Source: an optimization exercise on an open RTL-to-GDS flow (aim: small area and a short achievable clock period). Production flows keep margins and buffers that such runs may drop.
At most, simulation tests tie the RTL to the original design; equivalence was not proved.
For run 2, only the layout was checked, not whether the RTL still works.

==> flow/design.v <==
module qmult #(
   parameter int Q = 15,
   parameter int N = 32
) (
   input  logic [N-1:0] a,
   input  logic [N-1:0] b,
   output logic [N-1:0] c,
   input  logic         clk,
   input  logic         rst,
   output logic [N-1:0] c_reg,
   output logic         ovr
);
   localparam int MW = N - 1;
   localparam int PW = 2 * MW;
   logic [PW-1:0] mag_a;
   logic [PW-1:0] mag_b;
   logic [PW-1:0] prod;
   logic          overflow;
   logic          sign;
   logic [MW-1:0] mag_c;
   assign mag_a = {{MW{1'b0}}, a[N-2:0]};
   assign mag_b = {{MW{1'b0}}, b[N-2:0]};
   assign prod  = mag_a * mag_b;
   assign overflow = |prod[PW-1:Q+N-1];
   assign sign     = a[N-1] ^ b[N-1];
   assign mag_c    = overflow ? {MW{1'b1}} : prod[Q+N-2:Q];
   assign c        = {sign, mag_c};
   always_ff @(posedge clk or posedge rst) begin
      if (rst) begin
         c_reg <= '0;
         ovr   <= 1'b0;
      end else begin
         c_reg <= c;
         ovr   <= overflow;
      end
   end
endmodule
==> flow/run.sh <==
#!/bin/bash
# synth_recipe.tcl (not shown) runs the flow's synth.tcl, then flattens the netlist and writes it again
# the make line also repeats each setting of config.mk as NAME=value (left out here)
make -C /OpenROAD-flow-scripts/flow DESIGN_CONFIG=/design/flow/config.mk WORK_HOME=/design/flow/orfs CLKGATE_MAP_FILE= SYNTH_SCRIPT=/design/flow/synth_recipe.tcl finish
==> flow/config.mk <==
export PLATFORM = sky130hd
export DESIGN_NAME = qmult
export DESIGN_NICKNAME = qmult
export VERILOG_FILES = /design/flow/design.v
export SDC_FILE = /design/flow/constraint.sdc
export NUM_CORES = 4
export LEC_CHECK = 0
export CAP_MARGIN = 20
export CORE_MARGIN = 2
export CORE_UTILIZATION = 40
export SLEW_MARGIN = 20
==> flow/constraint.sdc <==
create_clock -name core_clock -period 15.0 [get_ports {clk}]
set_input_delay 3.0000 -clock core_clock [delete_from_list [all_inputs] [get_ports {clk}]]
set_output_delay 3.0000 -clock core_clock [all_outputs]
set_load 0.01 [all_outputs]
==> results_dict.tcl, run 1 <==
set metrics [dict create \
    status "no timing/DRC/antenna violations" \
    areaGrowthSynthToFinish_pct 11.8 \
    num_io_pins 131 \
    nMultiInputCombCells 2563 \
    relSlewSlack 0.456 \
    nets 4858 \
    dominant_cells "multi-input gates" \
    seq_cells 33 \
    synth_top_family_by_area "adder cells" \
    htreeDepth 2 \
    synth_xor_area_frac 0.0112 \
    hold_viol 0 \
    place_area_sq_um 36400 \
    dp_hpwl_um 77300 \
    grt.met2_usage 0.390 \
    clkCellAreaFrac 0.00466 \
    crit_path_end_kind "output port" \
    crit_path_start "a[11]" \
    synthMuxAreaShare 0.000647 \
    crit_cells 27 \
    overflow 0 \
    critPathKind "in2out" \
    finish.utilization 0.450 \
    m1WireLength_um 37300 \
    clk_pin_slew_ns 0.06 \
    die-area_sq_um 84500 \
    synth_compound_gate_area_share 0.0433 \
    multi_input_area_share 0.768 \
    worstMarginPinSlew_ns 0.813 \
    met3_length_um 4360 \
    routed_via_density 5.03 \
    synth_common_cells "fa_1 (836), inv_1 (794), and2_1 (582)" \
    max_freq_ghz 0.0680 \
    grt_util_met3 0.0255 \
    synthArstFlopShare 1.00 \
]
==> inputs of run 2 (changes only) <==
==> flow/design.v (replaced) <==
module qmult #(
   parameter int Q = 15,
   parameter int N = 32
) (
   input  logic [N-1:0] a,
   input  logic [N-1:0] b,
   output logic [N-1:0] c,
   input  logic         clk,
   input  logic         rst,
   output logic [N-1:0] c_reg,
   output logic         ovr
);
   logic [32:0] bx;
   logic [31:0] ax;
   assign bx = {1'b0, b[30:0], 1'b0};
   assign ax = {1'b0, a[30:0]};
   logic [31:0] axm;
   assign axm = {a[30:0], 1'b0};
   logic [15:0] one, two, neg;
   logic [511:0] pp;
   for (genvar i = 0; i < 16; i++) begin : g_row
      assign one[i] = bx[2*i+1] ^ bx[2*i];
      assign two[i] = (bx[2*i+2] & ~bx[2*i+1] & ~bx[2*i]) | (~bx[2*i+2] & bx[2*i+1] & bx[2*i]);
      assign neg[i] = bx[2*i+2];
      for (genvar j = 0; j < 32; j++) begin : g_bit
         if (2*i+j < 47) begin : g_used
         qmult_bsel u_sel (.one(one[i]), .two(two[i]), .neg(neg[i]), .x(ax[j]), .xm(axm[j]), .p(pp[i*32+j]));
         end else begin : g_unused
            assign pp[i*32+j] = 1'b0;
         end
      end
   end
   logic s1;
   logic c2;
   logic s3;
   logic c4;
   logic s5;
   logic c6;
   logic s7;
   logic c8;
   logic s9;
   logic c10;
   logic s11;
   logic c12;
   logic s13;
   logic c14;
   logic s15;
   logic c16;
   logic s17;
   logic c18;
   logic s19;
   logic c20;
   logic s21;
   logic c22;
   logic s23;
   logic c24;
   logic s25;
   logic c26;
   logic s27;
   logic c28;
   logic s29;
   logic c30;
   logic s31;
   logic c32;
   logic s33;
   logic c34;
   logic s35;
   logic c36;
   logic s37;
   logic c38;
   logic s39;
   logic c40;
   logic s41;
   logic c42;
   logic s43;
   logic c44;
   logic s45;
   logic c46;
   logic s47;
   logic c48;
   logic s49;
   logic c50;
   logic s51;
   logic c52;
   logic s53;
   logic c54;
   logic s55;
   logic c56;
   logic s57;
   logic c58;
   logic s59;
   logic c60;
   logic s61;
   logic c62;
   logic s63;
   logic c64;
   logic s65;
   logic c66;
   logic s67;
   logic c68;
   logic s69;
   logic c70;
   logic s71;
   logic c72;
   logic s73;
   logic c74;
   logic s75;
   logic c76;
   logic s77;
   logic c78;
   logic s79;
   logic c80;
   logic s81;
   logic c82;
   logic s83;
   logic c84;
   logic s85;
   logic c86;
   logic s87;
   logic c88;
   logic s89;
   logic c90;
   logic s91;
   logic c92;
   logic s93;
   logic c94;
   logic s95;
   logic c96;
   logic s97;
   logic c98;
   logic s99;
   logic c100;
   logic s101;
   logic c102;
   logic s103;
   logic c104;
   logic s105;
   logic c106;
   logic s107;
   logic c108;
   logic s109;
   logic c110;
   logic s111;
   logic c112;
   logic s113;
   logic c114;
   logic s115;
   logic c116;
   logic s117;
   logic c118;
   logic s119;
   logic c120;
   logic s121;
   logic c122;
   logic s123;
   logic c124;
   logic s125;
   logic c126;
   logic s127;
   logic c128;
   logic s129;
   logic c130;
   logic s131;
   logic c132;
   logic s133;
   logic c134;
   logic s135;
   logic c136;
   logic s137;
   logic c138;
   logic s139;
   logic c140;
   logic s141;
   logic c142;
   logic s143;
   logic c144;
   logic s145;
   logic c146;
   logic s147;
   logic c148;
   logic s149;
   logic c150;
   logic s151;
   logic c152;
   logic s153;
   logic c154;
   logic s155;
   logic c156;
   logic s157;
   logic c158;
   logic s159;
   logic c160;
   logic s161;
   logic c162;
   logic s163;
   logic c164;
   logic s165;
   logic c166;
   logic s167;
   logic c168;
   logic s169;
   logic c170;
   logic s171;
   logic c172;
   logic s173;
   logic c174;
   logic s175;
   logic c176;
   logic s177;
   logic c178;
   logic s179;
   logic c180;
   logic s181;
   logic c182;
   logic s183;
   logic c184;
   logic s185;
   logic c186;
   logic s187;
   logic c188;
   logic s189;
   logic c190;
   logic s191;
   logic c192;
   logic s193;
   logic c194;
   logic s195;
   logic c196;
   logic s197;
   logic c198;
   logic s199;
   logic c200;
   logic s201;
   logic c202;
   logic s203;
   logic c204;
   logic s205;
   logic c206;
   logic s207;
   logic c208;
   logic s209;
   logic c210;
   logic s211;
   logic c212;
   logic s213;
   logic c214;
   logic s215;
   logic c216;
   logic s217;
   logic c218;
   logic s219;
   logic c220;
   logic s221;
   logic c222;
   logic s223;
   logic c224;
   logic s225;
   logic c226;
   logic s227;
   logic c228;
   logic s229;
   logic c230;
   logic s231;
   logic c232;
   logic s233;
   logic c234;
   logic s235;
   logic c236;
   logic s237;
   logic c238;
   logic s239;
   logic c240;
   logic s241;
   logic c242;
   logic s243;
   logic c244;
   logic s245;
   logic c246;
   logic s247;
   logic c248;
   logic s249;
   logic c250;
   logic s251;
   logic c252;
   logic s253;
   logic c254;
   logic s255;
   logic c256;
   logic s257;
   logic c258;
   logic s259;
   logic c260;
   logic s261;
   logic c262;
   logic s263;
   logic c264;
   logic s265;
   logic c266;
   logic s267;
   logic c268;
   logic s269;
   logic c270;
   logic s271;
   logic c272;
   logic s273;
   logic c274;
   logic s275;
   logic c276;
   logic s277;
   logic c278;
   logic s279;
   logic c280;
   logic s281;
   logic c282;
   logic s283;
   logic c284;
   logic s285;
   logic c286;
   logic s287;
   logic c288;
   logic s289;
   logic c290;
   logic s291;
   logic c292;
   logic s293;
   logic c294;
   logic s295;
   logic c296;
   logic s297;
   logic c298;
   logic s299;
   logic c300;
   logic s301;
   logic c302;
   logic s303;
   logic c304;
   logic s305;
   logic c306;
   logic s307;
   logic c308;
   logic s309;
   logic c310;
   logic s311;
   logic c312;
   logic s313;
   logic c314;
   logic s315;
   logic c316;
   logic s317;
   logic c318;
   logic s319;
   logic c320;
   logic s321;
   logic c322;
   logic s323;
   logic c324;
   logic s325;
   logic c326;
   logic s327;
   logic c328;
   logic s329;
   logic c330;
   logic s331;
   logic c332;
   logic s333;
   logic c334;
   logic s335;
   logic c336;
   logic s337;
   logic c338;
   logic s339;
   logic c340;
   logic s341;
   logic c342;
   logic s343;
   logic c344;
   logic s345;
   logic c346;
   logic s347;
   logic c348;
   logic s349;
   logic c350;
   logic s351;
   logic c352;
   logic s353;
   logic c354;
   logic s355;
   logic c356;
   logic s357;
   logic c358;
   logic s359;
   logic c360;
   logic s361;
   logic c362;
   logic s363;
   logic c364;
   logic s365;
   logic c366;
   logic s367;
   logic c368;
   logic s369;
   logic c370;
   logic s371;
   logic c372;
   logic s373;
   logic c374;
   logic s375;
   logic c376;
   logic s377;
   logic c378;
   logic s379;
   logic c380;
   logic s381;
   logic c382;
   logic s383;
   logic c384;
   logic s385;
   logic c386;
   logic s387;
   logic c388;
   logic s389;
   logic c390;
   logic s391;
   logic c392;
   logic s393;
   logic c394;
   logic s395;
   logic c396;
   logic s397;
   logic c398;
   logic s399;
   logic c400;
   logic s401;
   logic c402;
   logic s403;
   logic c404;
   logic s405;
   logic c406;
   logic s407;
   logic c408;
   logic s409;
   logic c410;
   logic s411;
   logic c412;
   logic s413;
   logic c414;
   logic s415;
   logic c416;
   logic s417;
   logic c418;
   logic s419;
   logic c420;
   logic s421;
   logic c422;
   logic s423;
   logic c424;
   logic s425;
   logic c426;
   logic s427;
   logic c428;
   logic s429;
   logic c430;
   logic s431;
   logic c432;
   logic s433;
   logic c434;
   logic s435;
   logic c436;
   logic s437;
   logic c438;
   logic s439;
   logic c440;
   logic s441;
   logic c442;
   logic s443;
   logic c444;
   logic s445;
   logic c446;
   logic s447;
   logic c448;
   logic s449;
   logic c450;
   logic s451;
   logic c452;
   logic s453;
   logic c454;
   logic s455;
   logic c456;
   logic s457;
   logic c458;
   logic s459;
   logic c460;
   logic s461;
   logic c462;
   logic s463;
   logic c464;
   logic s465;
   logic c466;
   logic s467;
   logic c468;
   logic s469;
   logic c470;
   logic s471;
   logic c472;
   logic s473;
   logic c474;
   logic s475;
   logic c476;
   logic s477;
   logic c478;
   logic s479;
   logic c480;
   logic s481;
   logic c482;
   logic s483;
   logic c484;
   logic s485;
   logic c486;
   logic s487;
   logic c488;
   logic s489;
   logic c490;
   logic s491;
   logic c492;
   logic s493;
   logic c494;
   logic s495;
   logic c496;
   logic s497;
   logic c498;
   logic s499;
   logic c500;
   logic s501;
   logic c502;
   logic s503;
   logic c504;
   logic s505;
   logic c506;
   logic s507;
   logic c508;
   logic s509;
   logic c510;
   logic s511;
   logic c512;
   logic s513;
   logic c514;
   logic s515;
   logic c516;
   logic s517;
   logic c518;
   logic s519;
   logic c520;
   logic s521;
   logic c522;
   logic s523;
   logic c524;
   logic s525;
   logic c526;
   logic s527;
   logic c528;
   logic s529;
   logic c530;
   logic s531;
   logic c532;
   logic s533;
   logic c534;
   logic s535;
   logic c536;
   logic s537;
   logic c538;
   logic s539;
   logic c540;
   logic s541;
   logic c542;
   logic s543;
   logic c544;
   logic s545;
   logic c546;
   logic s547;
   logic c548;
   logic s549;
   logic c550;
   logic s551;
   logic c552;
   logic s553;
   logic c554;
   logic s555;
   logic c556;
   logic s557;
   logic c558;
   logic s559;
   logic c560;
   logic s561;
   logic c562;
   logic s563;
   logic c564;
   logic s565;
   logic c566;
   logic s567;
   logic c568;
   logic s569;
   logic c570;
   logic s571;
   logic c572;
   logic s573;
   logic c574;
   logic s575;
   logic c576;
   logic s577;
   logic c578;
   logic s579;
   logic c580;
   logic s581;
   logic c582;
   logic s583;
   logic c584;
   logic s585;
   logic c586;
   logic s587;
   logic c588;
   logic s589;
   logic c590;
   logic s591;
   logic c592;
   logic s593;
   logic c594;
   logic s595;
   logic c596;
   logic s597;
   logic c598;
   logic s599;
   logic c600;
   logic s601;
   logic c602;
   logic s603;
   logic c604;
   logic s605;
   logic c606;
   logic s607;
   logic c608;
   logic s609;
   logic c610;
   logic s611;
   logic c612;
   logic s613;
   logic c614;
   logic s615;
   logic c616;
   logic s617;
   logic c618;
   logic s619;
   logic c620;
   logic s621;
   logic c622;
   logic s623;
   logic c624;
   logic s625;
   logic c626;
   logic s627;
   logic c628;
   logic s629;
   logic c630;
   logic s631;
   logic c632;
   logic s633;
   logic c634;
   logic s635;
   logic c636;
   logic s637;
   logic c638;
   logic s639;
   logic c640;
   logic s641;
   logic c642;
   logic s643;
   logic c644;
   logic s645;
   logic c646;
   logic s647;
   logic c648;
   logic s649;
   logic c650;
   logic s651;
   logic c652;
   logic s653;
   logic c654;
   logic s655;
   logic c656;
   logic s657;
   logic c658;
   logic s659;
   logic c660;
   logic s661;
   logic c662;
   logic s663;
   logic c664;
   logic s665;
   logic c666;
   logic s667;
   logic c668;
   logic s669;
   logic c670;
   logic s671;
   logic c672;
   logic s673;
   logic c674;
   logic s675;
   logic c676;
   logic s677;
   logic c678;
   logic s679;
   logic c680;
   logic s681;
   logic c682;
   logic s683;
   logic c684;
   logic s685;
   logic c686;
   logic s687;
   logic c688;
   logic s689;
   logic c690;
   logic s691;
   logic c692;
   logic s693;
   logic c694;
   logic s695;
   logic c696;
   logic s697;
   logic c698;
   logic s699;
   logic c700;
   logic s701;
   logic c702;
   logic s703;
   logic c704;
   logic s705;
   logic c706;
   logic s707;
   logic c708;
   logic s709;
   logic c710;
   logic s711;
   logic c712;
   logic s713;
   logic c714;
   logic s715;
   logic c716;
   logic s717;
   logic c718;
   logic s719;
   logic c720;
   logic s721;
   logic c722;
   logic s723;
   logic c724;
   logic s725;
   logic c726;
   logic s727;
   logic c728;
   logic s729;
   logic c730;
   logic s731;
   logic c732;
   logic s733;
   logic c734;
   logic s735;
   logic c736;
   logic s737;
   logic c738;
   logic s739;
   logic c740;
   logic s741;
   logic c742;
   logic s743;
   logic c744;
   logic s745;
   logic c746;
   logic s747;
   logic c748;
   logic s749;
   logic c750;
   logic s751;
   logic c752;
   logic s753;
   logic c754;
   logic s755;
   logic c756;
   logic s757;
   logic c758;
   logic s759;
   logic c760;
   logic s761;
   logic c762;
   logic s763;
   logic c764;
   logic s765;
   logic c766;
   logic s767;
   logic c768;
   logic s769;
   logic c770;
   logic s771;
   logic c772;
   logic s773;
   logic c774;
   logic s775;
   logic c776;
   logic s777;
   logic c778;
   logic s779;
   logic c780;
   logic s781;
   logic c782;
   logic s783;
   logic c784;
   logic s785;
   logic c786;
   logic s787;
   logic c788;
   logic s789;
   logic c790;
   logic s791;
   logic c792;
   logic s793;
   logic c794;
   logic s795;
   logic c796;
   logic s797;
   logic c798;
   logic s799;
   logic c800;
   logic s801;
   logic c802;
   logic s803;
   logic c804;
   logic s805;
   logic c806;
   logic s807;
   logic c808;
   logic s809;
   logic c810;
   logic s811;
   logic c812;
   logic s813;
   logic c814;
   logic s815;
   logic c816;
   logic s817;
   logic c818;
   logic s819;
   logic c820;
   logic s821;
   logic c822;
   logic s823;
   logic c824;
   logic s825;
   logic c826;
   logic s827;
   logic c828;
   qmult_ha u_s1 (.x(neg[1]), .y(pp[2]), .s(s1), .c(c2));
   qmult_ha u_s3 (.x(pp[3]), .y(pp[33]), .s(s3), .c(c4));
   qmult_fa u_s5 (.x(neg[2]), .y(pp[4]), .z(pp[34]), .s(s5), .c(c6));
   qmult_ha u_s7 (.x(pp[64]), .y(c4), .s(s7), .c(c8));
   qmult_fa u_s9 (.x(pp[5]), .y(pp[35]), .z(pp[65]), .s(s9), .c(c10));
   qmult_ha u_s11 (.x(c6), .y(c8), .s(s11), .c(c12));
   qmult_fa u_s13 (.x(neg[3]), .y(pp[6]), .z(pp[36]), .s(s13), .c(c14));
   qmult_fa u_s15 (.x(pp[66]), .y(pp[96]), .z(c10), .s(s15), .c(c16));
   qmult_ha u_s17 (.x(s13), .y(c12), .s(s17), .c(c18));
   qmult_fa u_s19 (.x(pp[7]), .y(pp[37]), .z(pp[67]), .s(s19), .c(c20));
   qmult_fa u_s21 (.x(pp[97]), .y(c14), .z(s19), .s(s21), .c(c22));
   qmult_ha u_s23 (.x(c16), .y(c18), .s(s23), .c(c24));
   qmult_fa u_s25 (.x(neg[4]), .y(pp[8]), .z(pp[38]), .s(s25), .c(c26));
   qmult_fa u_s27 (.x(pp[68]), .y(pp[98]), .z(pp[128]), .s(s27), .c(c28));
   qmult_fa u_s29 (.x(c20), .y(s25), .z(s27), .s(s29), .c(c30));
   qmult_ha u_s31 (.x(c22), .y(s29), .s(s31), .c(c32));
   qmult_fa u_s33 (.x(pp[9]), .y(pp[39]), .z(pp[69]), .s(s33), .c(c34));
   qmult_fa u_s35 (.x(pp[99]), .y(pp[129]), .z(c26), .s(s35), .c(c36));
   qmult_fa u_s37 (.x(c28), .y(s33), .z(c30), .s(s37), .c(c38));
   qmult_ha u_s39 (.x(s35), .y(c32), .s(s39), .c(c40));
   qmult_fa u_s41 (.x(neg[5]), .y(pp[10]), .z(pp[40]), .s(s41), .c(c42));
   qmult_fa u_s43 (.x(pp[70]), .y(pp[100]), .z(pp[130]), .s(s43), .c(c44));
   qmult_fa u_s45 (.x(pp[160]), .y(c34), .z(s41), .s(s45), .c(c46));
   qmult_fa u_s47 (.x(s43), .y(c36), .z(s45), .s(s47), .c(c48));
   qmult_ha u_s49 (.x(c38), .y(c40), .s(s49), .c(c50));
   qmult_fa u_s51 (.x(pp[11]), .y(pp[41]), .z(pp[71]), .s(s51), .c(c52));
   qmult_fa u_s53 (.x(pp[101]), .y(pp[131]), .z(pp[161]), .s(s53), .c(c54));
   qmult_fa u_s55 (.x(c42), .y(c44), .z(s51), .s(s55), .c(c56));
   qmult_fa u_s57 (.x(s53), .y(c46), .z(s55), .s(s57), .c(c58));
   qmult_ha u_s59 (.x(c48), .y(s57), .s(s59), .c(c60));
   qmult_fa u_s61 (.x(neg[6]), .y(pp[12]), .z(pp[42]), .s(s61), .c(c62));
   qmult_fa u_s63 (.x(pp[72]), .y(pp[102]), .z(pp[132]), .s(s63), .c(c64));
   qmult_fa u_s65 (.x(pp[162]), .y(pp[192]), .z(c52), .s(s65), .c(c66));
   qmult_fa u_s67 (.x(c54), .y(s61), .z(s63), .s(s67), .c(c68));
   qmult_fa u_s69 (.x(c56), .y(s65), .z(s67), .s(s69), .c(c70));
   qmult_ha u_s71 (.x(c58), .y(s69), .s(s71), .c(c72));
   qmult_fa u_s73 (.x(pp[13]), .y(pp[43]), .z(pp[73]), .s(s73), .c(c74));
   qmult_fa u_s75 (.x(pp[103]), .y(pp[133]), .z(pp[163]), .s(s75), .c(c76));
   qmult_fa u_s77 (.x(pp[193]), .y(c62), .z(c64), .s(s77), .c(c78));
   qmult_fa u_s79 (.x(s73), .y(s75), .z(c66), .s(s79), .c(c80));
   qmult_fa u_s81 (.x(c68), .y(s77), .z(s79), .s(s81), .c(c82));
   qmult_ha u_s83 (.x(c70), .y(c72), .s(s83), .c(c84));
   qmult_fa u_s85 (.x(neg[7]), .y(pp[14]), .z(pp[44]), .s(s85), .c(c86));
   qmult_fa u_s87 (.x(pp[74]), .y(pp[104]), .z(pp[134]), .s(s87), .c(c88));
   qmult_fa u_s89 (.x(pp[164]), .y(pp[194]), .z(pp[224]), .s(s89), .c(c90));
   qmult_fa u_s91 (.x(c74), .y(c76), .z(s85), .s(s91), .c(c92));
   qmult_fa u_s93 (.x(s87), .y(s89), .z(c78), .s(s93), .c(c94));
   qmult_fa u_s95 (.x(s91), .y(c80), .z(s93), .s(s95), .c(c96));
   qmult_ha u_s97 (.x(c82), .y(s95), .s(s97), .c(c98));
   qmult_fa u_s99 (.x(pp[15]), .y(pp[45]), .z(pp[75]), .s(s99), .c(c100));
   qmult_fa u_s101 (.x(pp[105]), .y(pp[135]), .z(pp[165]), .s(s101), .c(c102));
   qmult_fa u_s103 (.x(pp[195]), .y(pp[225]), .z(c86), .s(s103), .c(c104));
   qmult_fa u_s105 (.x(c88), .y(c90), .z(s99), .s(s105), .c(c106));
   qmult_fa u_s107 (.x(s101), .y(c92), .z(s103), .s(s107), .c(c108));
   qmult_fa u_s109 (.x(s105), .y(c94), .z(s107), .s(s109), .c(c110));
   qmult_ha u_s111 (.x(c96), .y(s109), .s(s111), .c(c112));
   qmult_fa u_s113 (.x(neg[8]), .y(pp[16]), .z(pp[46]), .s(s113), .c(c114));
   qmult_fa u_s115 (.x(pp[76]), .y(pp[106]), .z(pp[136]), .s(s115), .c(c116));
   qmult_fa u_s117 (.x(pp[166]), .y(pp[196]), .z(pp[226]), .s(s117), .c(c118));
   qmult_fa u_s119 (.x(pp[256]), .y(c100), .z(c102), .s(s119), .c(c120));
   qmult_fa u_s121 (.x(s113), .y(s115), .z(s117), .s(s121), .c(c122));
   qmult_fa u_s123 (.x(c104), .y(c106), .z(s119), .s(s123), .c(c124));
   qmult_fa u_s125 (.x(s121), .y(c108), .z(s123), .s(s125), .c(c126));
   qmult_ha u_s127 (.x(c110), .y(s125), .s(s127), .c(c128));
   qmult_fa u_s129 (.x(pp[17]), .y(pp[47]), .z(pp[77]), .s(s129), .c(c130));
   qmult_fa u_s131 (.x(pp[107]), .y(pp[137]), .z(pp[167]), .s(s131), .c(c132));
   qmult_fa u_s133 (.x(pp[197]), .y(pp[227]), .z(pp[257]), .s(s133), .c(c134));
   qmult_fa u_s135 (.x(c114), .y(c116), .z(c118), .s(s135), .c(c136));
   qmult_fa u_s137 (.x(s129), .y(s131), .z(s133), .s(s137), .c(c138));
   qmult_fa u_s139 (.x(c120), .y(c122), .z(s135), .s(s139), .c(c140));
   qmult_fa u_s141 (.x(s137), .y(c124), .z(s139), .s(s141), .c(c142));
   qmult_ha u_s143 (.x(c126), .y(s141), .s(s143), .c(c144));
   qmult_fa u_s145 (.x(neg[9]), .y(pp[18]), .z(pp[48]), .s(s145), .c(c146));
   qmult_fa u_s147 (.x(pp[78]), .y(pp[108]), .z(pp[138]), .s(s147), .c(c148));
   qmult_fa u_s149 (.x(pp[168]), .y(pp[198]), .z(pp[228]), .s(s149), .c(c150));
   qmult_fa u_s151 (.x(pp[258]), .y(pp[288]), .z(c130), .s(s151), .c(c152));
   qmult_fa u_s153 (.x(c132), .y(c134), .z(s145), .s(s153), .c(c154));
   qmult_fa u_s155 (.x(s147), .y(s149), .z(c136), .s(s155), .c(c156));
   qmult_fa u_s157 (.x(c138), .y(s151), .z(s153), .s(s157), .c(c158));
   qmult_fa u_s159 (.x(c140), .y(s155), .z(s157), .s(s159), .c(c160));
   qmult_ha u_s161 (.x(c142), .y(s159), .s(s161), .c(c162));
   qmult_fa u_s163 (.x(pp[19]), .y(pp[49]), .z(pp[79]), .s(s163), .c(c164));
   qmult_fa u_s165 (.x(pp[109]), .y(pp[139]), .z(pp[169]), .s(s165), .c(c166));
   qmult_fa u_s167 (.x(pp[199]), .y(pp[229]), .z(pp[259]), .s(s167), .c(c168));
   qmult_fa u_s169 (.x(pp[289]), .y(c146), .z(c148), .s(s169), .c(c170));
   qmult_fa u_s171 (.x(c150), .y(s163), .z(s165), .s(s171), .c(c172));
   qmult_fa u_s173 (.x(s167), .y(c152), .z(c154), .s(s173), .c(c174));
   qmult_fa u_s175 (.x(s169), .y(s171), .z(c156), .s(s175), .c(c176));
   qmult_fa u_s177 (.x(c158), .y(s173), .z(s175), .s(s177), .c(c178));
   qmult_ha u_s179 (.x(c160), .y(c162), .s(s179), .c(c180));
   qmult_fa u_s181 (.x(neg[10]), .y(pp[20]), .z(pp[50]), .s(s181), .c(c182));
   qmult_fa u_s183 (.x(pp[80]), .y(pp[110]), .z(pp[140]), .s(s183), .c(c184));
   qmult_fa u_s185 (.x(pp[170]), .y(pp[200]), .z(pp[230]), .s(s185), .c(c186));
   qmult_fa u_s187 (.x(pp[260]), .y(pp[290]), .z(pp[320]), .s(s187), .c(c188));
   qmult_fa u_s189 (.x(c164), .y(c166), .z(c168), .s(s189), .c(c190));
   qmult_fa u_s191 (.x(s181), .y(s183), .z(s185), .s(s191), .c(c192));
   qmult_fa u_s193 (.x(s187), .y(c170), .z(c172), .s(s193), .c(c194));
   qmult_fa u_s195 (.x(s189), .y(s191), .z(c174), .s(s195), .c(c196));
   qmult_fa u_s197 (.x(s193), .y(c176), .z(s195), .s(s197), .c(c198));
   qmult_ha u_s199 (.x(c178), .y(s197), .s(s199), .c(c200));
   qmult_fa u_s201 (.x(pp[21]), .y(pp[51]), .z(pp[81]), .s(s201), .c(c202));
   qmult_fa u_s203 (.x(pp[111]), .y(pp[141]), .z(pp[171]), .s(s203), .c(c204));
   qmult_fa u_s205 (.x(pp[201]), .y(pp[231]), .z(pp[261]), .s(s205), .c(c206));
   qmult_fa u_s207 (.x(pp[291]), .y(pp[321]), .z(c182), .s(s207), .c(c208));
   qmult_fa u_s209 (.x(c184), .y(c186), .z(c188), .s(s209), .c(c210));
   qmult_fa u_s211 (.x(s201), .y(s203), .z(s205), .s(s211), .c(c212));
   qmult_fa u_s213 (.x(c190), .y(c192), .z(s207), .s(s213), .c(c214));
   qmult_fa u_s215 (.x(s209), .y(s211), .z(c194), .s(s215), .c(c216));
   qmult_fa u_s217 (.x(s213), .y(c196), .z(s215), .s(s217), .c(c218));
   qmult_ha u_s219 (.x(c198), .y(s217), .s(s219), .c(c220));
   qmult_fa u_s221 (.x(neg[11]), .y(pp[22]), .z(pp[52]), .s(s221), .c(c222));
   qmult_fa u_s223 (.x(pp[82]), .y(pp[112]), .z(pp[142]), .s(s223), .c(c224));
   qmult_fa u_s225 (.x(pp[172]), .y(pp[202]), .z(pp[232]), .s(s225), .c(c226));
   qmult_fa u_s227 (.x(pp[262]), .y(pp[292]), .z(pp[322]), .s(s227), .c(c228));
   qmult_fa u_s229 (.x(pp[352]), .y(c202), .z(c204), .s(s229), .c(c230));
   qmult_fa u_s231 (.x(c206), .y(s221), .z(s223), .s(s231), .c(c232));
   qmult_fa u_s233 (.x(s225), .y(s227), .z(c208), .s(s233), .c(c234));
   qmult_fa u_s235 (.x(c210), .y(c212), .z(s229), .s(s235), .c(c236));
   qmult_fa u_s237 (.x(s231), .y(c214), .z(s233), .s(s237), .c(c238));
   qmult_fa u_s239 (.x(s235), .y(c216), .z(s237), .s(s239), .c(c240));
   qmult_ha u_s241 (.x(c218), .y(s239), .s(s241), .c(c242));
   qmult_fa u_s243 (.x(pp[23]), .y(pp[53]), .z(pp[83]), .s(s243), .c(c244));
   qmult_fa u_s245 (.x(pp[113]), .y(pp[143]), .z(pp[173]), .s(s245), .c(c246));
   qmult_fa u_s247 (.x(pp[203]), .y(pp[233]), .z(pp[263]), .s(s247), .c(c248));
   qmult_fa u_s249 (.x(pp[293]), .y(pp[323]), .z(pp[353]), .s(s249), .c(c250));
   qmult_fa u_s251 (.x(c222), .y(c224), .z(c226), .s(s251), .c(c252));
   qmult_fa u_s253 (.x(c228), .y(s243), .z(s245), .s(s253), .c(c254));
   qmult_fa u_s255 (.x(s247), .y(s249), .z(c230), .s(s255), .c(c256));
   qmult_fa u_s257 (.x(c232), .y(s251), .z(s253), .s(s257), .c(c258));
   qmult_fa u_s259 (.x(c234), .y(c236), .z(s255), .s(s259), .c(c260));
   qmult_fa u_s261 (.x(s257), .y(c238), .z(s259), .s(s261), .c(c262));
   qmult_ha u_s263 (.x(c240), .y(s261), .s(s263), .c(c264));
   qmult_fa u_s265 (.x(neg[12]), .y(pp[24]), .z(pp[54]), .s(s265), .c(c266));
   qmult_fa u_s267 (.x(pp[84]), .y(pp[114]), .z(pp[144]), .s(s267), .c(c268));
   qmult_fa u_s269 (.x(pp[174]), .y(pp[204]), .z(pp[234]), .s(s269), .c(c270));
   qmult_fa u_s271 (.x(pp[264]), .y(pp[294]), .z(pp[324]), .s(s271), .c(c272));
   qmult_fa u_s273 (.x(pp[354]), .y(pp[384]), .z(c244), .s(s273), .c(c274));
   qmult_fa u_s275 (.x(c246), .y(c248), .z(c250), .s(s275), .c(c276));
   qmult_fa u_s277 (.x(s265), .y(s267), .z(s269), .s(s277), .c(c278));
   qmult_fa u_s279 (.x(s271), .y(c252), .z(c254), .s(s279), .c(c280));
   qmult_fa u_s281 (.x(s273), .y(s275), .z(s277), .s(s281), .c(c282));
   qmult_fa u_s283 (.x(c256), .y(c258), .z(s279), .s(s283), .c(c284));
   qmult_fa u_s285 (.x(s281), .y(c260), .z(s283), .s(s285), .c(c286));
   qmult_ha u_s287 (.x(c262), .y(s285), .s(s287), .c(c288));
   qmult_fa u_s289 (.x(pp[25]), .y(pp[55]), .z(pp[85]), .s(s289), .c(c290));
   qmult_fa u_s291 (.x(pp[115]), .y(pp[145]), .z(pp[175]), .s(s291), .c(c292));
   qmult_fa u_s293 (.x(pp[205]), .y(pp[235]), .z(pp[265]), .s(s293), .c(c294));
   qmult_fa u_s295 (.x(pp[295]), .y(pp[325]), .z(pp[355]), .s(s295), .c(c296));
   qmult_fa u_s297 (.x(pp[385]), .y(c266), .z(c268), .s(s297), .c(c298));
   qmult_fa u_s299 (.x(c270), .y(c272), .z(s289), .s(s299), .c(c300));
   qmult_fa u_s301 (.x(s291), .y(s293), .z(s295), .s(s301), .c(c302));
   qmult_fa u_s303 (.x(c274), .y(c276), .z(c278), .s(s303), .c(c304));
   qmult_fa u_s305 (.x(s297), .y(s299), .z(s301), .s(s305), .c(c306));
   qmult_fa u_s307 (.x(c280), .y(c282), .z(s303), .s(s307), .c(c308));
   qmult_fa u_s309 (.x(s305), .y(c284), .z(s307), .s(s309), .c(c310));
   qmult_ha u_s311 (.x(c286), .y(s309), .s(s311), .c(c312));
   qmult_fa u_s313 (.x(neg[13]), .y(pp[26]), .z(pp[56]), .s(s313), .c(c314));
   qmult_fa u_s315 (.x(pp[86]), .y(pp[116]), .z(pp[146]), .s(s315), .c(c316));
   qmult_fa u_s317 (.x(pp[176]), .y(pp[206]), .z(pp[236]), .s(s317), .c(c318));
   qmult_fa u_s319 (.x(pp[266]), .y(pp[296]), .z(pp[326]), .s(s319), .c(c320));
   qmult_fa u_s321 (.x(pp[356]), .y(pp[386]), .z(pp[416]), .s(s321), .c(c322));
   qmult_fa u_s323 (.x(c290), .y(c292), .z(c294), .s(s323), .c(c324));
   qmult_fa u_s325 (.x(c296), .y(s313), .z(s315), .s(s325), .c(c326));
   qmult_fa u_s327 (.x(s317), .y(s319), .z(s321), .s(s327), .c(c328));
   qmult_fa u_s329 (.x(c298), .y(c300), .z(c302), .s(s329), .c(c330));
   qmult_fa u_s331 (.x(s323), .y(s325), .z(s327), .s(s331), .c(c332));
   qmult_fa u_s333 (.x(c304), .y(c306), .z(s329), .s(s333), .c(c334));
   qmult_fa u_s335 (.x(s331), .y(c308), .z(s333), .s(s335), .c(c336));
   qmult_ha u_s337 (.x(c310), .y(s335), .s(s337), .c(c338));
   qmult_fa u_s339 (.x(pp[27]), .y(pp[57]), .z(pp[87]), .s(s339), .c(c340));
   qmult_fa u_s341 (.x(pp[117]), .y(pp[147]), .z(pp[177]), .s(s341), .c(c342));
   qmult_fa u_s343 (.x(pp[207]), .y(pp[237]), .z(pp[267]), .s(s343), .c(c344));
   qmult_fa u_s345 (.x(pp[297]), .y(pp[327]), .z(pp[357]), .s(s345), .c(c346));
   qmult_fa u_s347 (.x(pp[387]), .y(pp[417]), .z(c314), .s(s347), .c(c348));
   qmult_fa u_s349 (.x(c316), .y(c318), .z(c320), .s(s349), .c(c350));
   qmult_fa u_s351 (.x(c322), .y(s339), .z(s341), .s(s351), .c(c352));
   qmult_fa u_s353 (.x(s343), .y(s345), .z(c324), .s(s353), .c(c354));
   qmult_fa u_s355 (.x(c326), .y(c328), .z(s347), .s(s355), .c(c356));
   qmult_fa u_s357 (.x(s349), .y(s351), .z(c330), .s(s357), .c(c358));
   qmult_fa u_s359 (.x(s353), .y(c332), .z(s355), .s(s359), .c(c360));
   qmult_fa u_s361 (.x(c334), .y(s357), .z(s359), .s(s361), .c(c362));
   qmult_ha u_s363 (.x(c336), .y(s361), .s(s363), .c(c364));
   qmult_fa u_s365 (.x(neg[14]), .y(pp[28]), .z(pp[58]), .s(s365), .c(c366));
   qmult_fa u_s367 (.x(pp[88]), .y(pp[118]), .z(pp[148]), .s(s367), .c(c368));
   qmult_fa u_s369 (.x(pp[178]), .y(pp[208]), .z(pp[238]), .s(s369), .c(c370));
   qmult_fa u_s371 (.x(pp[268]), .y(pp[298]), .z(pp[328]), .s(s371), .c(c372));
   qmult_fa u_s373 (.x(pp[358]), .y(pp[388]), .z(pp[418]), .s(s373), .c(c374));
   qmult_fa u_s375 (.x(pp[448]), .y(c340), .z(c342), .s(s375), .c(c376));
   qmult_fa u_s377 (.x(c344), .y(c346), .z(s365), .s(s377), .c(c378));
   qmult_fa u_s379 (.x(s367), .y(s369), .z(s371), .s(s379), .c(c380));
   qmult_fa u_s381 (.x(s373), .y(c348), .z(c350), .s(s381), .c(c382));
   qmult_fa u_s383 (.x(c352), .y(s375), .z(s377), .s(s383), .c(c384));
   qmult_fa u_s385 (.x(s379), .y(c354), .z(c356), .s(s385), .c(c386));
   qmult_fa u_s387 (.x(s381), .y(s383), .z(c358), .s(s387), .c(c388));
   qmult_fa u_s389 (.x(c360), .y(s385), .z(s387), .s(s389), .c(c390));
   qmult_ha u_s391 (.x(c362), .y(c364), .s(s391), .c(c392));
   qmult_fa u_s393 (.x(pp[29]), .y(pp[59]), .z(pp[89]), .s(s393), .c(c394));
   qmult_fa u_s395 (.x(pp[119]), .y(pp[149]), .z(pp[179]), .s(s395), .c(c396));
   qmult_fa u_s397 (.x(pp[209]), .y(pp[239]), .z(pp[269]), .s(s397), .c(c398));
   qmult_fa u_s399 (.x(pp[299]), .y(pp[329]), .z(pp[359]), .s(s399), .c(c400));
   qmult_fa u_s401 (.x(pp[389]), .y(pp[419]), .z(pp[449]), .s(s401), .c(c402));
   qmult_fa u_s403 (.x(c366), .y(c368), .z(c370), .s(s403), .c(c404));
   qmult_fa u_s405 (.x(c372), .y(c374), .z(s393), .s(s405), .c(c406));
   qmult_fa u_s407 (.x(s395), .y(s397), .z(s399), .s(s407), .c(c408));
   qmult_fa u_s409 (.x(s401), .y(c376), .z(c378), .s(s409), .c(c410));
   qmult_fa u_s411 (.x(c380), .y(s403), .z(s405), .s(s411), .c(c412));
   qmult_fa u_s413 (.x(s407), .y(c382), .z(c384), .s(s413), .c(c414));
   qmult_fa u_s415 (.x(s409), .y(s411), .z(c386), .s(s415), .c(c416));
   qmult_fa u_s417 (.x(s413), .y(c388), .z(s415), .s(s417), .c(c418));
   qmult_ha u_s419 (.x(c390), .y(s417), .s(s419), .c(c420));
   qmult_fa u_s421 (.x(pp[30]), .y(pp[60]), .z(pp[90]), .s(s421), .c(c422));
   qmult_fa u_s423 (.x(pp[120]), .y(pp[150]), .z(pp[180]), .s(s423), .c(c424));
   qmult_fa u_s425 (.x(pp[210]), .y(pp[240]), .z(pp[270]), .s(s425), .c(c426));
   qmult_fa u_s427 (.x(pp[300]), .y(pp[330]), .z(pp[360]), .s(s427), .c(c428));
   qmult_fa u_s429 (.x(pp[390]), .y(pp[420]), .z(pp[450]), .s(s429), .c(c430));
   qmult_fa u_s431 (.x(pp[480]), .y(c394), .z(c396), .s(s431), .c(c432));
   qmult_fa u_s433 (.x(c398), .y(c400), .z(c402), .s(s433), .c(c434));
   qmult_fa u_s435 (.x(s421), .y(s423), .z(s425), .s(s435), .c(c436));
   qmult_fa u_s437 (.x(s427), .y(s429), .z(c404), .s(s437), .c(c438));
   qmult_fa u_s439 (.x(c406), .y(c408), .z(s431), .s(s439), .c(c440));
   qmult_fa u_s441 (.x(s433), .y(s435), .z(c410), .s(s441), .c(c442));
   qmult_fa u_s443 (.x(s437), .y(c412), .z(s439), .s(s443), .c(c444));
   qmult_fa u_s445 (.x(c414), .y(s441), .z(s443), .s(s445), .c(c446));
   qmult_fa u_s447 (.x(c416), .y(s445), .z(c418), .s(s447), .c(c448));
   qmult_fa u_s449 (.x(pp[31]), .y(pp[61]), .z(pp[91]), .s(s449), .c(c450));
   qmult_fa u_s451 (.x(pp[121]), .y(pp[151]), .z(pp[181]), .s(s451), .c(c452));
   qmult_fa u_s453 (.x(pp[211]), .y(pp[241]), .z(pp[271]), .s(s453), .c(c454));
   qmult_fa u_s455 (.x(pp[301]), .y(pp[331]), .z(pp[361]), .s(s455), .c(c456));
   qmult_fa u_s457 (.x(pp[391]), .y(pp[421]), .z(pp[451]), .s(s457), .c(c458));
   qmult_fa u_s459 (.x(pp[481]), .y(c422), .z(c424), .s(s459), .c(c460));
   qmult_fa u_s461 (.x(c426), .y(c428), .z(c430), .s(s461), .c(c462));
   qmult_fa u_s463 (.x(s449), .y(s451), .z(s453), .s(s463), .c(c464));
   qmult_fa u_s465 (.x(s455), .y(s457), .z(c432), .s(s465), .c(c466));
   qmult_fa u_s467 (.x(c434), .y(c436), .z(s459), .s(s467), .c(c468));
   qmult_fa u_s469 (.x(s461), .y(s463), .z(c438), .s(s469), .c(c470));
   qmult_fa u_s471 (.x(c440), .y(s465), .z(s467), .s(s471), .c(c472));
   qmult_fa u_s473 (.x(c442), .y(s469), .z(c444), .s(s473), .c(c474));
   qmult_fa u_s475 (.x(s471), .y(c446), .z(s473), .s(s475), .c(c476));
   assign s477 = ~(~neg[0] ^ pp[62]);
   assign c478 = ~neg[0] | pp[62];
   qmult_fa u_s479 (.x(pp[92]), .y(pp[122]), .z(pp[152]), .s(s479), .c(c480));
   qmult_fa u_s481 (.x(pp[182]), .y(pp[212]), .z(pp[242]), .s(s481), .c(c482));
   qmult_fa u_s483 (.x(pp[272]), .y(pp[302]), .z(pp[332]), .s(s483), .c(c484));
   qmult_fa u_s485 (.x(pp[362]), .y(pp[392]), .z(pp[422]), .s(s485), .c(c486));
   qmult_fa u_s487 (.x(pp[452]), .y(pp[482]), .z(s477), .s(s487), .c(c488));
   qmult_fa u_s489 (.x(c450), .y(c452), .z(c454), .s(s489), .c(c490));
   qmult_fa u_s491 (.x(c456), .y(c458), .z(s479), .s(s491), .c(c492));
   qmult_fa u_s493 (.x(s481), .y(s483), .z(s485), .s(s493), .c(c494));
   qmult_fa u_s495 (.x(s487), .y(c460), .z(c462), .s(s495), .c(c496));
   qmult_fa u_s497 (.x(c464), .y(s489), .z(s491), .s(s497), .c(c498));
   qmult_fa u_s499 (.x(s493), .y(c466), .z(c468), .s(s499), .c(c500));
   qmult_fa u_s501 (.x(s495), .y(s497), .z(c470), .s(s501), .c(c502));
   qmult_fa u_s503 (.x(c472), .y(s499), .z(s501), .s(s503), .c(c504));
   qmult_ha u_s505 (.x(c474), .y(s503), .s(s505), .c(c506));
   assign s507 = ~(pp[63] ^ pp[93]);
   assign c508 = pp[63] | pp[93];
   qmult_fa u_s509 (.x(pp[123]), .y(pp[153]), .z(pp[183]), .s(s509), .c(c510));
   qmult_fa u_s511 (.x(pp[213]), .y(pp[243]), .z(pp[273]), .s(s511), .c(c512));
   qmult_fa u_s513 (.x(pp[303]), .y(pp[333]), .z(pp[363]), .s(s513), .c(c514));
   qmult_fa u_s515 (.x(pp[393]), .y(pp[423]), .z(pp[453]), .s(s515), .c(c516));
   qmult_fa u_s517 (.x(pp[483]), .y(c478), .z(s507), .s(s517), .c(c518));
   qmult_fa u_s519 (.x(c480), .y(c482), .z(c484), .s(s519), .c(c520));
   qmult_fa u_s521 (.x(c486), .y(s509), .z(s511), .s(s521), .c(c522));
   qmult_fa u_s523 (.x(s513), .y(s515), .z(c488), .s(s523), .c(c524));
   qmult_fa u_s525 (.x(s517), .y(c490), .z(c492), .s(s525), .c(c526));
   qmult_fa u_s527 (.x(c494), .y(s519), .z(s521), .s(s527), .c(c528));
   qmult_fa u_s529 (.x(s523), .y(c496), .z(c498), .s(s529), .c(c530));
   qmult_fa u_s531 (.x(s525), .y(s527), .z(c500), .s(s531), .c(c532));
   qmult_fa u_s533 (.x(s529), .y(c502), .z(s531), .s(s533), .c(c534));
   qmult_ha u_s535 (.x(c504), .y(s533), .s(s535), .c(c536));
   qmult_fa u_s537 (.x(~neg[1]), .y(pp[94]), .z(pp[124]), .s(s537), .c(c538));
   qmult_fa u_s539 (.x(pp[154]), .y(pp[184]), .z(pp[214]), .s(s539), .c(c540));
   qmult_fa u_s541 (.x(pp[244]), .y(pp[274]), .z(pp[304]), .s(s541), .c(c542));
   qmult_fa u_s543 (.x(pp[334]), .y(pp[364]), .z(pp[394]), .s(s543), .c(c544));
   qmult_fa u_s545 (.x(pp[424]), .y(pp[454]), .z(pp[484]), .s(s545), .c(c546));
   qmult_fa u_s547 (.x(c508), .y(c510), .z(c512), .s(s547), .c(c548));
   qmult_fa u_s549 (.x(c514), .y(c516), .z(s537), .s(s549), .c(c550));
   qmult_fa u_s551 (.x(s539), .y(s541), .z(s543), .s(s551), .c(c552));
   qmult_fa u_s553 (.x(s545), .y(c518), .z(c520), .s(s553), .c(c554));
   qmult_fa u_s555 (.x(c522), .y(s547), .z(s549), .s(s555), .c(c556));
   qmult_fa u_s557 (.x(s551), .y(c524), .z(c526), .s(s557), .c(c558));
   qmult_fa u_s559 (.x(s553), .y(c528), .z(s555), .s(s559), .c(c560));
   qmult_fa u_s561 (.x(c530), .y(s557), .z(s559), .s(s561), .c(c562));
   qmult_fa u_s563 (.x(c532), .y(s561), .z(c534), .s(s563), .c(c564));
   assign s565 = ~(pp[95] ^ pp[125]);
   assign c566 = pp[95] | pp[125];
   qmult_fa u_s567 (.x(pp[155]), .y(pp[185]), .z(pp[215]), .s(s567), .c(c568));
   qmult_fa u_s569 (.x(pp[245]), .y(pp[275]), .z(pp[305]), .s(s569), .c(c570));
   qmult_fa u_s571 (.x(pp[335]), .y(pp[365]), .z(pp[395]), .s(s571), .c(c572));
   qmult_fa u_s573 (.x(pp[425]), .y(pp[455]), .z(pp[485]), .s(s573), .c(c574));
   qmult_fa u_s575 (.x(s565), .y(c538), .z(c540), .s(s575), .c(c576));
   qmult_fa u_s577 (.x(c542), .y(c544), .z(c546), .s(s577), .c(c578));
   qmult_fa u_s579 (.x(s567), .y(s569), .z(s571), .s(s579), .c(c580));
   qmult_fa u_s581 (.x(s573), .y(c548), .z(c550), .s(s581), .c(c582));
   qmult_fa u_s583 (.x(c552), .y(s575), .z(s577), .s(s583), .c(c584));
   qmult_fa u_s585 (.x(s579), .y(c554), .z(c556), .s(s585), .c(c586));
   qmult_fa u_s587 (.x(s581), .y(s583), .z(c558), .s(s587), .c(c588));
   qmult_fa u_s589 (.x(c560), .y(s585), .z(s587), .s(s589), .c(c590));
   qmult_ha u_s591 (.x(c562), .y(s589), .s(s591), .c(c592));
   qmult_fa u_s593 (.x(~neg[2]), .y(pp[126]), .z(pp[156]), .s(s593), .c(c594));
   qmult_fa u_s595 (.x(pp[186]), .y(pp[216]), .z(pp[246]), .s(s595), .c(c596));
   qmult_fa u_s597 (.x(pp[276]), .y(pp[306]), .z(pp[336]), .s(s597), .c(c598));
   qmult_fa u_s599 (.x(pp[366]), .y(pp[396]), .z(pp[426]), .s(s599), .c(c600));
   qmult_fa u_s601 (.x(pp[456]), .y(pp[486]), .z(c566), .s(s601), .c(c602));
   qmult_fa u_s603 (.x(c568), .y(c570), .z(c572), .s(s603), .c(c604));
   qmult_fa u_s605 (.x(c574), .y(s593), .z(s595), .s(s605), .c(c606));
   qmult_fa u_s607 (.x(s597), .y(s599), .z(s601), .s(s607), .c(c608));
   qmult_fa u_s609 (.x(c576), .y(c578), .z(c580), .s(s609), .c(c610));
   qmult_fa u_s611 (.x(s603), .y(s605), .z(s607), .s(s611), .c(c612));
   qmult_fa u_s613 (.x(c582), .y(c584), .z(s609), .s(s613), .c(c614));
   qmult_fa u_s615 (.x(s611), .y(c586), .z(s613), .s(s615), .c(c616));
   qmult_fa u_s617 (.x(c588), .y(s615), .z(c590), .s(s617), .c(c618));
   assign s619 = ~(pp[127] ^ pp[157]);
   assign c620 = pp[127] | pp[157];
   qmult_fa u_s621 (.x(pp[187]), .y(pp[217]), .z(pp[247]), .s(s621), .c(c622));
   qmult_fa u_s623 (.x(pp[277]), .y(pp[307]), .z(pp[337]), .s(s623), .c(c624));
   qmult_fa u_s625 (.x(pp[367]), .y(pp[397]), .z(pp[427]), .s(s625), .c(c626));
   qmult_fa u_s627 (.x(pp[457]), .y(pp[487]), .z(s619), .s(s627), .c(c628));
   qmult_fa u_s629 (.x(c594), .y(c596), .z(c598), .s(s629), .c(c630));
   qmult_fa u_s631 (.x(c600), .y(s621), .z(s623), .s(s631), .c(c632));
   qmult_fa u_s633 (.x(s625), .y(c602), .z(s627), .s(s633), .c(c634));
   qmult_fa u_s635 (.x(c604), .y(c606), .z(s629), .s(s635), .c(c636));
   qmult_fa u_s637 (.x(s631), .y(c608), .z(s633), .s(s637), .c(c638));
   qmult_fa u_s639 (.x(c610), .y(s635), .z(c612), .s(s639), .c(c640));
   qmult_fa u_s641 (.x(s637), .y(c614), .z(s639), .s(s641), .c(c642));
   qmult_ha u_s643 (.x(c616), .y(s641), .s(s643), .c(c644));
   qmult_fa u_s645 (.x(~neg[3]), .y(pp[158]), .z(pp[188]), .s(s645), .c(c646));
   qmult_fa u_s647 (.x(pp[218]), .y(pp[248]), .z(pp[278]), .s(s647), .c(c648));
   qmult_fa u_s649 (.x(pp[308]), .y(pp[338]), .z(pp[368]), .s(s649), .c(c650));
   qmult_fa u_s651 (.x(pp[398]), .y(pp[428]), .z(pp[458]), .s(s651), .c(c652));
   qmult_fa u_s653 (.x(pp[488]), .y(c620), .z(c622), .s(s653), .c(c654));
   qmult_fa u_s655 (.x(c624), .y(c626), .z(s645), .s(s655), .c(c656));
   qmult_fa u_s657 (.x(s647), .y(s649), .z(s651), .s(s657), .c(c658));
   qmult_fa u_s659 (.x(c628), .y(c630), .z(c632), .s(s659), .c(c660));
   qmult_fa u_s661 (.x(s653), .y(s655), .z(s657), .s(s661), .c(c662));
   qmult_fa u_s663 (.x(c634), .y(c636), .z(s659), .s(s663), .c(c664));
   qmult_fa u_s665 (.x(s661), .y(c638), .z(s663), .s(s665), .c(c666));
   qmult_fa u_s667 (.x(c640), .y(s665), .z(c642), .s(s667), .c(c668));
   assign s669 = ~(pp[159] ^ pp[189]);
   assign c670 = pp[159] | pp[189];
   qmult_fa u_s671 (.x(pp[219]), .y(pp[249]), .z(pp[279]), .s(s671), .c(c672));
   qmult_fa u_s673 (.x(pp[309]), .y(pp[339]), .z(pp[369]), .s(s673), .c(c674));
   qmult_fa u_s675 (.x(pp[399]), .y(pp[429]), .z(pp[459]), .s(s675), .c(c676));
   qmult_fa u_s677 (.x(pp[489]), .y(s669), .z(c646), .s(s677), .c(c678));
   qmult_fa u_s679 (.x(c648), .y(c650), .z(c652), .s(s679), .c(c680));
   qmult_fa u_s681 (.x(s671), .y(s673), .z(s675), .s(s681), .c(c682));
   qmult_fa u_s683 (.x(c654), .y(c656), .z(c658), .s(s683), .c(c684));
   qmult_fa u_s685 (.x(s677), .y(s679), .z(s681), .s(s685), .c(c686));
   qmult_fa u_s687 (.x(c660), .y(c662), .z(s683), .s(s687), .c(c688));
   qmult_fa u_s689 (.x(s685), .y(c664), .z(s687), .s(s689), .c(c690));
   qmult_ha u_s691 (.x(c666), .y(s689), .s(s691), .c(c692));
   qmult_fa u_s693 (.x(~neg[4]), .y(pp[190]), .z(pp[220]), .s(s693), .c(c694));
   qmult_fa u_s695 (.x(pp[250]), .y(pp[280]), .z(pp[310]), .s(s695), .c(c696));
   qmult_fa u_s697 (.x(pp[340]), .y(pp[370]), .z(pp[400]), .s(s697), .c(c698));
   qmult_fa u_s699 (.x(pp[430]), .y(pp[460]), .z(pp[490]), .s(s699), .c(c700));
   qmult_fa u_s701 (.x(c670), .y(c672), .z(c674), .s(s701), .c(c702));
   qmult_fa u_s703 (.x(c676), .y(s693), .z(s695), .s(s703), .c(c704));
   qmult_fa u_s705 (.x(s697), .y(s699), .z(c678), .s(s705), .c(c706));
   qmult_fa u_s707 (.x(c680), .y(c682), .z(s701), .s(s707), .c(c708));
   qmult_fa u_s709 (.x(s703), .y(c684), .z(s705), .s(s709), .c(c710));
   qmult_fa u_s711 (.x(c686), .y(s707), .z(c688), .s(s711), .c(c712));
   qmult_fa u_s713 (.x(s709), .y(c690), .z(s711), .s(s713), .c(c714));
   assign s715 = ~(pp[191] ^ pp[221]);
   assign c716 = pp[191] | pp[221];
   qmult_fa u_s717 (.x(pp[251]), .y(pp[281]), .z(pp[311]), .s(s717), .c(c718));
   qmult_fa u_s719 (.x(pp[341]), .y(pp[371]), .z(pp[401]), .s(s719), .c(c720));
   qmult_fa u_s721 (.x(pp[431]), .y(pp[461]), .z(pp[491]), .s(s721), .c(c722));
   qmult_fa u_s723 (.x(s715), .y(c694), .z(c696), .s(s723), .c(c724));
   qmult_fa u_s725 (.x(c698), .y(c700), .z(s717), .s(s725), .c(c726));
   qmult_fa u_s727 (.x(s719), .y(s721), .z(c702), .s(s727), .c(c728));
   qmult_fa u_s729 (.x(c704), .y(s723), .z(s725), .s(s729), .c(c730));
   qmult_fa u_s731 (.x(c706), .y(c708), .z(s727), .s(s731), .c(c732));
   qmult_fa u_s733 (.x(s729), .y(c710), .z(s731), .s(s733), .c(c734));
   qmult_ha u_s735 (.x(c712), .y(s733), .s(s735), .c(c736));
   qmult_fa u_s737 (.x(~neg[5]), .y(pp[222]), .z(pp[252]), .s(s737), .c(c738));
   qmult_fa u_s739 (.x(pp[282]), .y(pp[312]), .z(pp[342]), .s(s739), .c(c740));
   qmult_fa u_s741 (.x(pp[372]), .y(pp[402]), .z(pp[432]), .s(s741), .c(c742));
   qmult_fa u_s743 (.x(pp[462]), .y(pp[492]), .z(c716), .s(s743), .c(c744));
   qmult_fa u_s745 (.x(c718), .y(c720), .z(c722), .s(s745), .c(c746));
   qmult_fa u_s747 (.x(s737), .y(s739), .z(s741), .s(s747), .c(c748));
   qmult_fa u_s749 (.x(s743), .y(c724), .z(c726), .s(s749), .c(c750));
   qmult_fa u_s751 (.x(s745), .y(s747), .z(c728), .s(s751), .c(c752));
   qmult_fa u_s753 (.x(c730), .y(s749), .z(c732), .s(s753), .c(c754));
   qmult_fa u_s755 (.x(s751), .y(c734), .z(s753), .s(s755), .c(c756));
   assign s757 = ~(pp[223] ^ pp[253]);
   assign c758 = pp[223] | pp[253];
   qmult_fa u_s759 (.x(pp[283]), .y(pp[313]), .z(pp[343]), .s(s759), .c(c760));
   qmult_fa u_s761 (.x(pp[373]), .y(pp[403]), .z(pp[433]), .s(s761), .c(c762));
   qmult_fa u_s763 (.x(pp[463]), .y(pp[493]), .z(s757), .s(s763), .c(c764));
   qmult_fa u_s765 (.x(c738), .y(c740), .z(c742), .s(s765), .c(c766));
   qmult_fa u_s767 (.x(s759), .y(s761), .z(c744), .s(s767), .c(c768));
   qmult_fa u_s769 (.x(s763), .y(c746), .z(c748), .s(s769), .c(c770));
   qmult_fa u_s771 (.x(s765), .y(s767), .z(c750), .s(s771), .c(c772));
   qmult_fa u_s773 (.x(s769), .y(c752), .z(s771), .s(s773), .c(c774));
   qmult_ha u_s775 (.x(c754), .y(s773), .s(s775), .c(c776));
   qmult_fa u_s777 (.x(~neg[6]), .y(pp[254]), .z(pp[284]), .s(s777), .c(c778));
   qmult_fa u_s779 (.x(pp[314]), .y(pp[344]), .z(pp[374]), .s(s779), .c(c780));
   qmult_fa u_s781 (.x(pp[404]), .y(pp[434]), .z(pp[464]), .s(s781), .c(c782));
   qmult_fa u_s783 (.x(pp[494]), .y(c758), .z(c760), .s(s783), .c(c784));
   qmult_fa u_s785 (.x(c762), .y(s777), .z(s779), .s(s785), .c(c786));
   qmult_fa u_s787 (.x(s781), .y(c764), .z(c766), .s(s787), .c(c788));
   qmult_fa u_s789 (.x(s783), .y(s785), .z(c768), .s(s789), .c(c790));
   qmult_fa u_s791 (.x(c770), .y(s787), .z(s789), .s(s791), .c(c792));
   qmult_fa u_s793 (.x(c772), .y(s791), .z(c774), .s(s793), .c(c794));
   assign s795 = ~(pp[255] ^ pp[285]);
   assign c796 = pp[255] | pp[285];
   qmult_fa u_s797 (.x(pp[315]), .y(pp[345]), .z(pp[375]), .s(s797), .c(c798));
   qmult_fa u_s799 (.x(pp[405]), .y(pp[435]), .z(pp[465]), .s(s799), .c(c800));
   qmult_fa u_s801 (.x(pp[495]), .y(s795), .z(c778), .s(s801), .c(c802));
   qmult_fa u_s803 (.x(c780), .y(c782), .z(s797), .s(s803), .c(c804));
   qmult_fa u_s805 (.x(s799), .y(c784), .z(c786), .s(s805), .c(c806));
   qmult_fa u_s807 (.x(s801), .y(s803), .z(c788), .s(s807), .c(c808));
   qmult_fa u_s809 (.x(s805), .y(c790), .z(s807), .s(s809), .c(c810));
   qmult_ha u_s811 (.x(c792), .y(s809), .s(s811), .c(c812));
   qmult_fa u_s813 (.x(~neg[7]), .y(pp[286]), .z(pp[316]), .s(s813), .c(c814));
   qmult_fa u_s815 (.x(pp[346]), .y(pp[376]), .z(pp[406]), .s(s815), .c(c816));
   qmult_fa u_s817 (.x(pp[436]), .y(pp[466]), .z(pp[496]), .s(s817), .c(c818));
   qmult_fa u_s819 (.x(c796), .y(c798), .z(c800), .s(s819), .c(c820));
   qmult_fa u_s821 (.x(s813), .y(s815), .z(s817), .s(s821), .c(c822));
   qmult_fa u_s823 (.x(c802), .y(c804), .z(s819), .s(s823), .c(c824));
   qmult_fa u_s825 (.x(s821), .y(c806), .z(s823), .s(s825), .c(c826));
   qmult_fa u_s827 (.x(c808), .y(s825), .z(c810), .s(s827), .c(c828));
   logic [46:0] xr, yr, sum;
   assign xr = {c812, c794, c776, c756, c736, c714, c692, c668, c644, c618, c592, c564, c536, c506, c476, c448, c420, c392, s389, c338, c312, c288, c264, c242, c220, c200, c180, s177, c144, c128, c112, c98, c84, s81, c60, c50, s47, s37, c24, s21, s15, s9, s5, c2, pp[32], pp[1], pp[0]};
   assign yr = {s827, s811, s793, s775, s755, s735, s713, s691, s667, s643, s617, s591, s563, s535, s505, s475, s447, s419, s391, s363, s337, s311, s287, s263, s241, s219, s199, s179, s161, s143, s127, s111, s97, s83, s71, s59, s49, s39, s31, s23, s17, s11, s7, s3, s1, 1'b0, neg[0]};
   assign sum = xr + yr;
   logic [30:0] bhi;    
   logic        big;
   logic        overflow;
   assign bhi[30] = b[30];
   for (genvar k = 0; k < 30; k++) begin : g_bhi
      assign bhi[k] = b[k] | bhi[k+1];
   end
   assign big = (a[16] & bhi[30]) | (a[17] & bhi[29]) | (a[18] & bhi[28]) | (a[19] & bhi[27]) | (a[20] & bhi[26]) | (a[21] & bhi[25]) | (a[22] & bhi[24]) | (a[23] & bhi[23]) | (a[24] & bhi[22]) | (a[25] & bhi[21]) | (a[26] & bhi[20]) | (a[27] & bhi[19]) | (a[28] & bhi[18]) | (a[29] & bhi[17]) | (a[30] & bhi[16]);
   assign overflow = big | sum[46];
   assign c = {a[N-1] ^ b[N-1], overflow ? {(N-1){1'b1}} : sum[Q+N-2:Q]};
   always_ff @(posedge clk or posedge rst) begin
      if (rst) begin
         c_reg <= '0;
         ovr   <= 1'b0;
      end else begin
         c_reg <= c;
         ovr   <= overflow;
      end
   end
endmodule
module qmult_fa (input logic x, input logic y, input logic z, output logic s, output logic c);
   assign s = x ^ y ^ z;
   assign c = (x & y) | (x & z) | (y & z);
endmodule
module qmult_bsel (input logic one, input logic two, input logic neg, input logic x, input logic xm, output logic p);
   assign p = ((one & x) | (two & xm)) ^ neg;
endmodule
module qmult_ha (input logic x, input logic y, output logic s, output logic c);
   assign s = x ^ y;
   assign c = x & y;
endmodule
--- a/flow/config.mk
+++ b/flow/config.mk
@@ -9,3 +9,6 @@
 export CORE_MARGIN = 2
 export CORE_UTILIZATION = 40
+export SETUP_SLACK_MARGIN = 5
 export SLEW_MARGIN = 20
+export SYNTH_HIERARCHICAL = 1
+export SYNTH_MINIMUM_KEEP_SIZE = 0
==> run 2 against run 1 <==
  * Worst hold slack better by 0.11 ns
  * Synthesized area down 35%
  * Routed wire length down 2.5%
==> results_dict.tcl, run 2 <==
set metrics [dict create \
    grt_pass1_wl_um 130000 \
    die_x_um 236 \
    critPathMostFrequentCell "fa_2" \
    top_layer "met4" \
    critPathKind "in2out" \
    fin_ws_ns 2.56 \
    drv_cap 0 \
    syn_area_per_cell_sq_um 11.7 \
    fp-row-count 84 \
    overflow 0 \
    cts_buffers 5 \
    post-place-ws_ns 0.755 \
    clk_pin_slew_ns 0.06 \
    synth.distinct_cells 61 \
    htreeDepth 2 \
    yosysWarnings 7 \
    antenna_found_initial 0 \
    synth_top_area_frac 0.345 \
    fill_cells 4453 \
    fin_cells 3006 \
    netlist_area_sq_um 21500 \
    grt_use_total 0.314 \
    diodes 0 \
    die_y_um 236 \
    areaGrowthSynthToFinish_pct 36.8 \
    fin_hold_ws_ns 3.12 \
    path_max_fanout 22 \
    worst_path_max_delay_cell "fa_2" \
    portBuffers 130 \
    drive_gt1_frac 0.516 \
    ant_nets 0 \
    wl_per_cell_um 29.0 \
    synth-seq-cells 33 \
    crit_path_end_kind "output port" \
    final_cell_mix "a22oi_2 (448), xnor2_1 (413), fa_1 (259)" \
    root_buffer "clkbuf_16" \
    met3_length_um 8100 \
    synth.most_common_cell "xnor2_1" \
    synth_area_leaders "fa_1 (35%), a22oi_2 (26%), xnor2_1 (19%)" \
    critPathLaunchType "primary input" \
    grt_pass1_vias 19589 \
    seq_area_frac_synth 0.0385 \
    core-area_sq_um 52800 \
    period_minus_slack_ns 12.44 \
    initial_utilization 0.407 \
    place_area_sq_um 25200 \
    m1WireLength_um 34800 \
    grt_max_degree 34 \
    route.vias.total 18454 \
    synth_common_cells "xnor2_1 (465), a22oi_2 (448), fa_1 (370)" \
    cts.sinks 33 \
    place_congestion 0.909 \
    drt_iter0_drc 1633 \
    drc_errors 0 \
    fin_crit_sh 0.829 \
    finish.utilization 0.556 \
    hold_viol 0 \
    nets 2843 \
    setup-tns-final_ns 0 \
    synth-edff-count 0 \
    worstPathRequired_ns 12.00 \
    cts_max_path_buffers 2 \
    largest_register_ffs 32 \
    final_cell_area_sq_um 29300 \
    synth_top_cell_by_area "fa_1" \
    setup_viol 0 \
    cts_tree "yes" \
    max_freq_ghz 0.0804 \
    status "no timing/DRC/antenna violations" \
    die-area_sq_um 55500 \
    worstMarginPinSlew_ns 1.17 \
    met2_length_um 39100 \
    routed_via_density 6.14 \
    min_path_type "in2async" \
    synth_top_flop_cell "dfrtp_1" \
    dp_hpwl_um 62200 \
    slew_viol_final 0 \
    synthArstFlopShare 1.00 \
    num_io_pins 131 \
    arrival_ns 9.44 \
    relSlewSlack 0.219 \
    dpl.cell_count 2786 \
    rsz0062_at_grt "true" \
    cpPeakStageDelay_ns 0.60 \
    syn_inst 1830 \
    totalWireLength_um 87100 \
    first_pass_iters 5 \
    layout_commonest_cell "a22oi_2" \
]
[run 2: cells by family after synthesis]
family | count (synthesis) | synth area share
muxes | 3 | 0.00157
other | 1 | 0.000175
and+or+nand+nor | 166 | 0.0378
xor gates and xnor gates | 490 | 0.200
AOI/OAI and AO/OA | 608 | 0.312
adders and majority gates | 460 | 0.398
buffers and inverters | 69 | 0.0124
DFF | 33 | 0.0385
[run 2: worst paths after layout]
kind,startpoint,to,slack (ns),cells past startpoint
worst min-delay path,rst,c_reg[31]$_DFF_PP0_,3.12,3
max in group asynchronous,rst,c_reg[7]$_DFF_PP0_,11.52,3
min in group core_clock,b[31],c_reg[31]$_DFF_PP0_,3.29,2
worst max-delay path,a[12],c[4],2.56,26
[run 2: cell type report]
cell class / count / area [sq um] / area share
clock buffers: 6 / 129 / 0.00439
clock inverters: 2 / 10.0 / 0.000341
inverters: 52 / 199 / 0.00678
multi-input cells: 1770 / 22500 / 0.765
flip-flops and latches: 33 / 826 / 0.0281
well taps: 688 / 861 / 0.0293
repair buffers: 455 / 4860 / 0.166
[run 2: what timing repair did]
action,in CTS,in global routing
buffers inserted,168,33
setup endpoints to repair,63,31
pin swaps,137,32
hold buffers,0,0
gates resized for setup,564,103
cloned,11,0
endpoints found under the hold margin,0,0
[run 2: layer usage]
layer	vias up	global-route usage
met3	218	0.0713
met5	-	0
li1	7663	-
met1	9598	0.411
met2	975	0.484
met4	0	0.169
[run 2: per-module statistics from Yosys (local to each module, per instance)]
module,cell area (sq um),cells
qmult_ha,12.5,1
qmult_fa,20.0,1
qmult_bsel,21.3,2
qmult,4060,528
[run 2: worst max-delay path: cells and delay by family]
kind | cells | cell delay [ns]
mux | 1 | 0.29
fa+ha+maj | 8 | 3.06
simple gates | 1 | 0.06
buf+inv | 7 | 1.35
compound gates | 8 | 1.40
xor+xnor | 1 | 0.26

-- afterwards: timing with drivers on the ports --
No port has a modelled driver above. Below, the same layouts with a new extraction and two added sets of constraints. Step 1 sets driving cells, clkbuf_16 on the clock port and buf_2 on the other inputs (assumed; they add their load-dependent delay and slew). Step 2, shift: input delay + t, output delay - t, t = (earliest + latest rising clock arrival at the registers) / 2. This alone moves slack from input paths to output paths. Slacks: ideal / step 1 / step 2; pairs: ideal / step 1.
run	t (ns)	setup slack, ns	worst register clock-pin slew, ns	cell pins on the clock port's net
run 1	0.303	0.287 / 0.245 / 0.245	0.06 / 0.06	1
run 2	0.356	2.564 / 2.453 / 2.453	0.07 / 0.07	1
After both steps setup and hold are still met in every run listed. The setup slack of run 2, which loses most, moves by -0.111 ns with the drivers and by -0.111 ns with both steps.
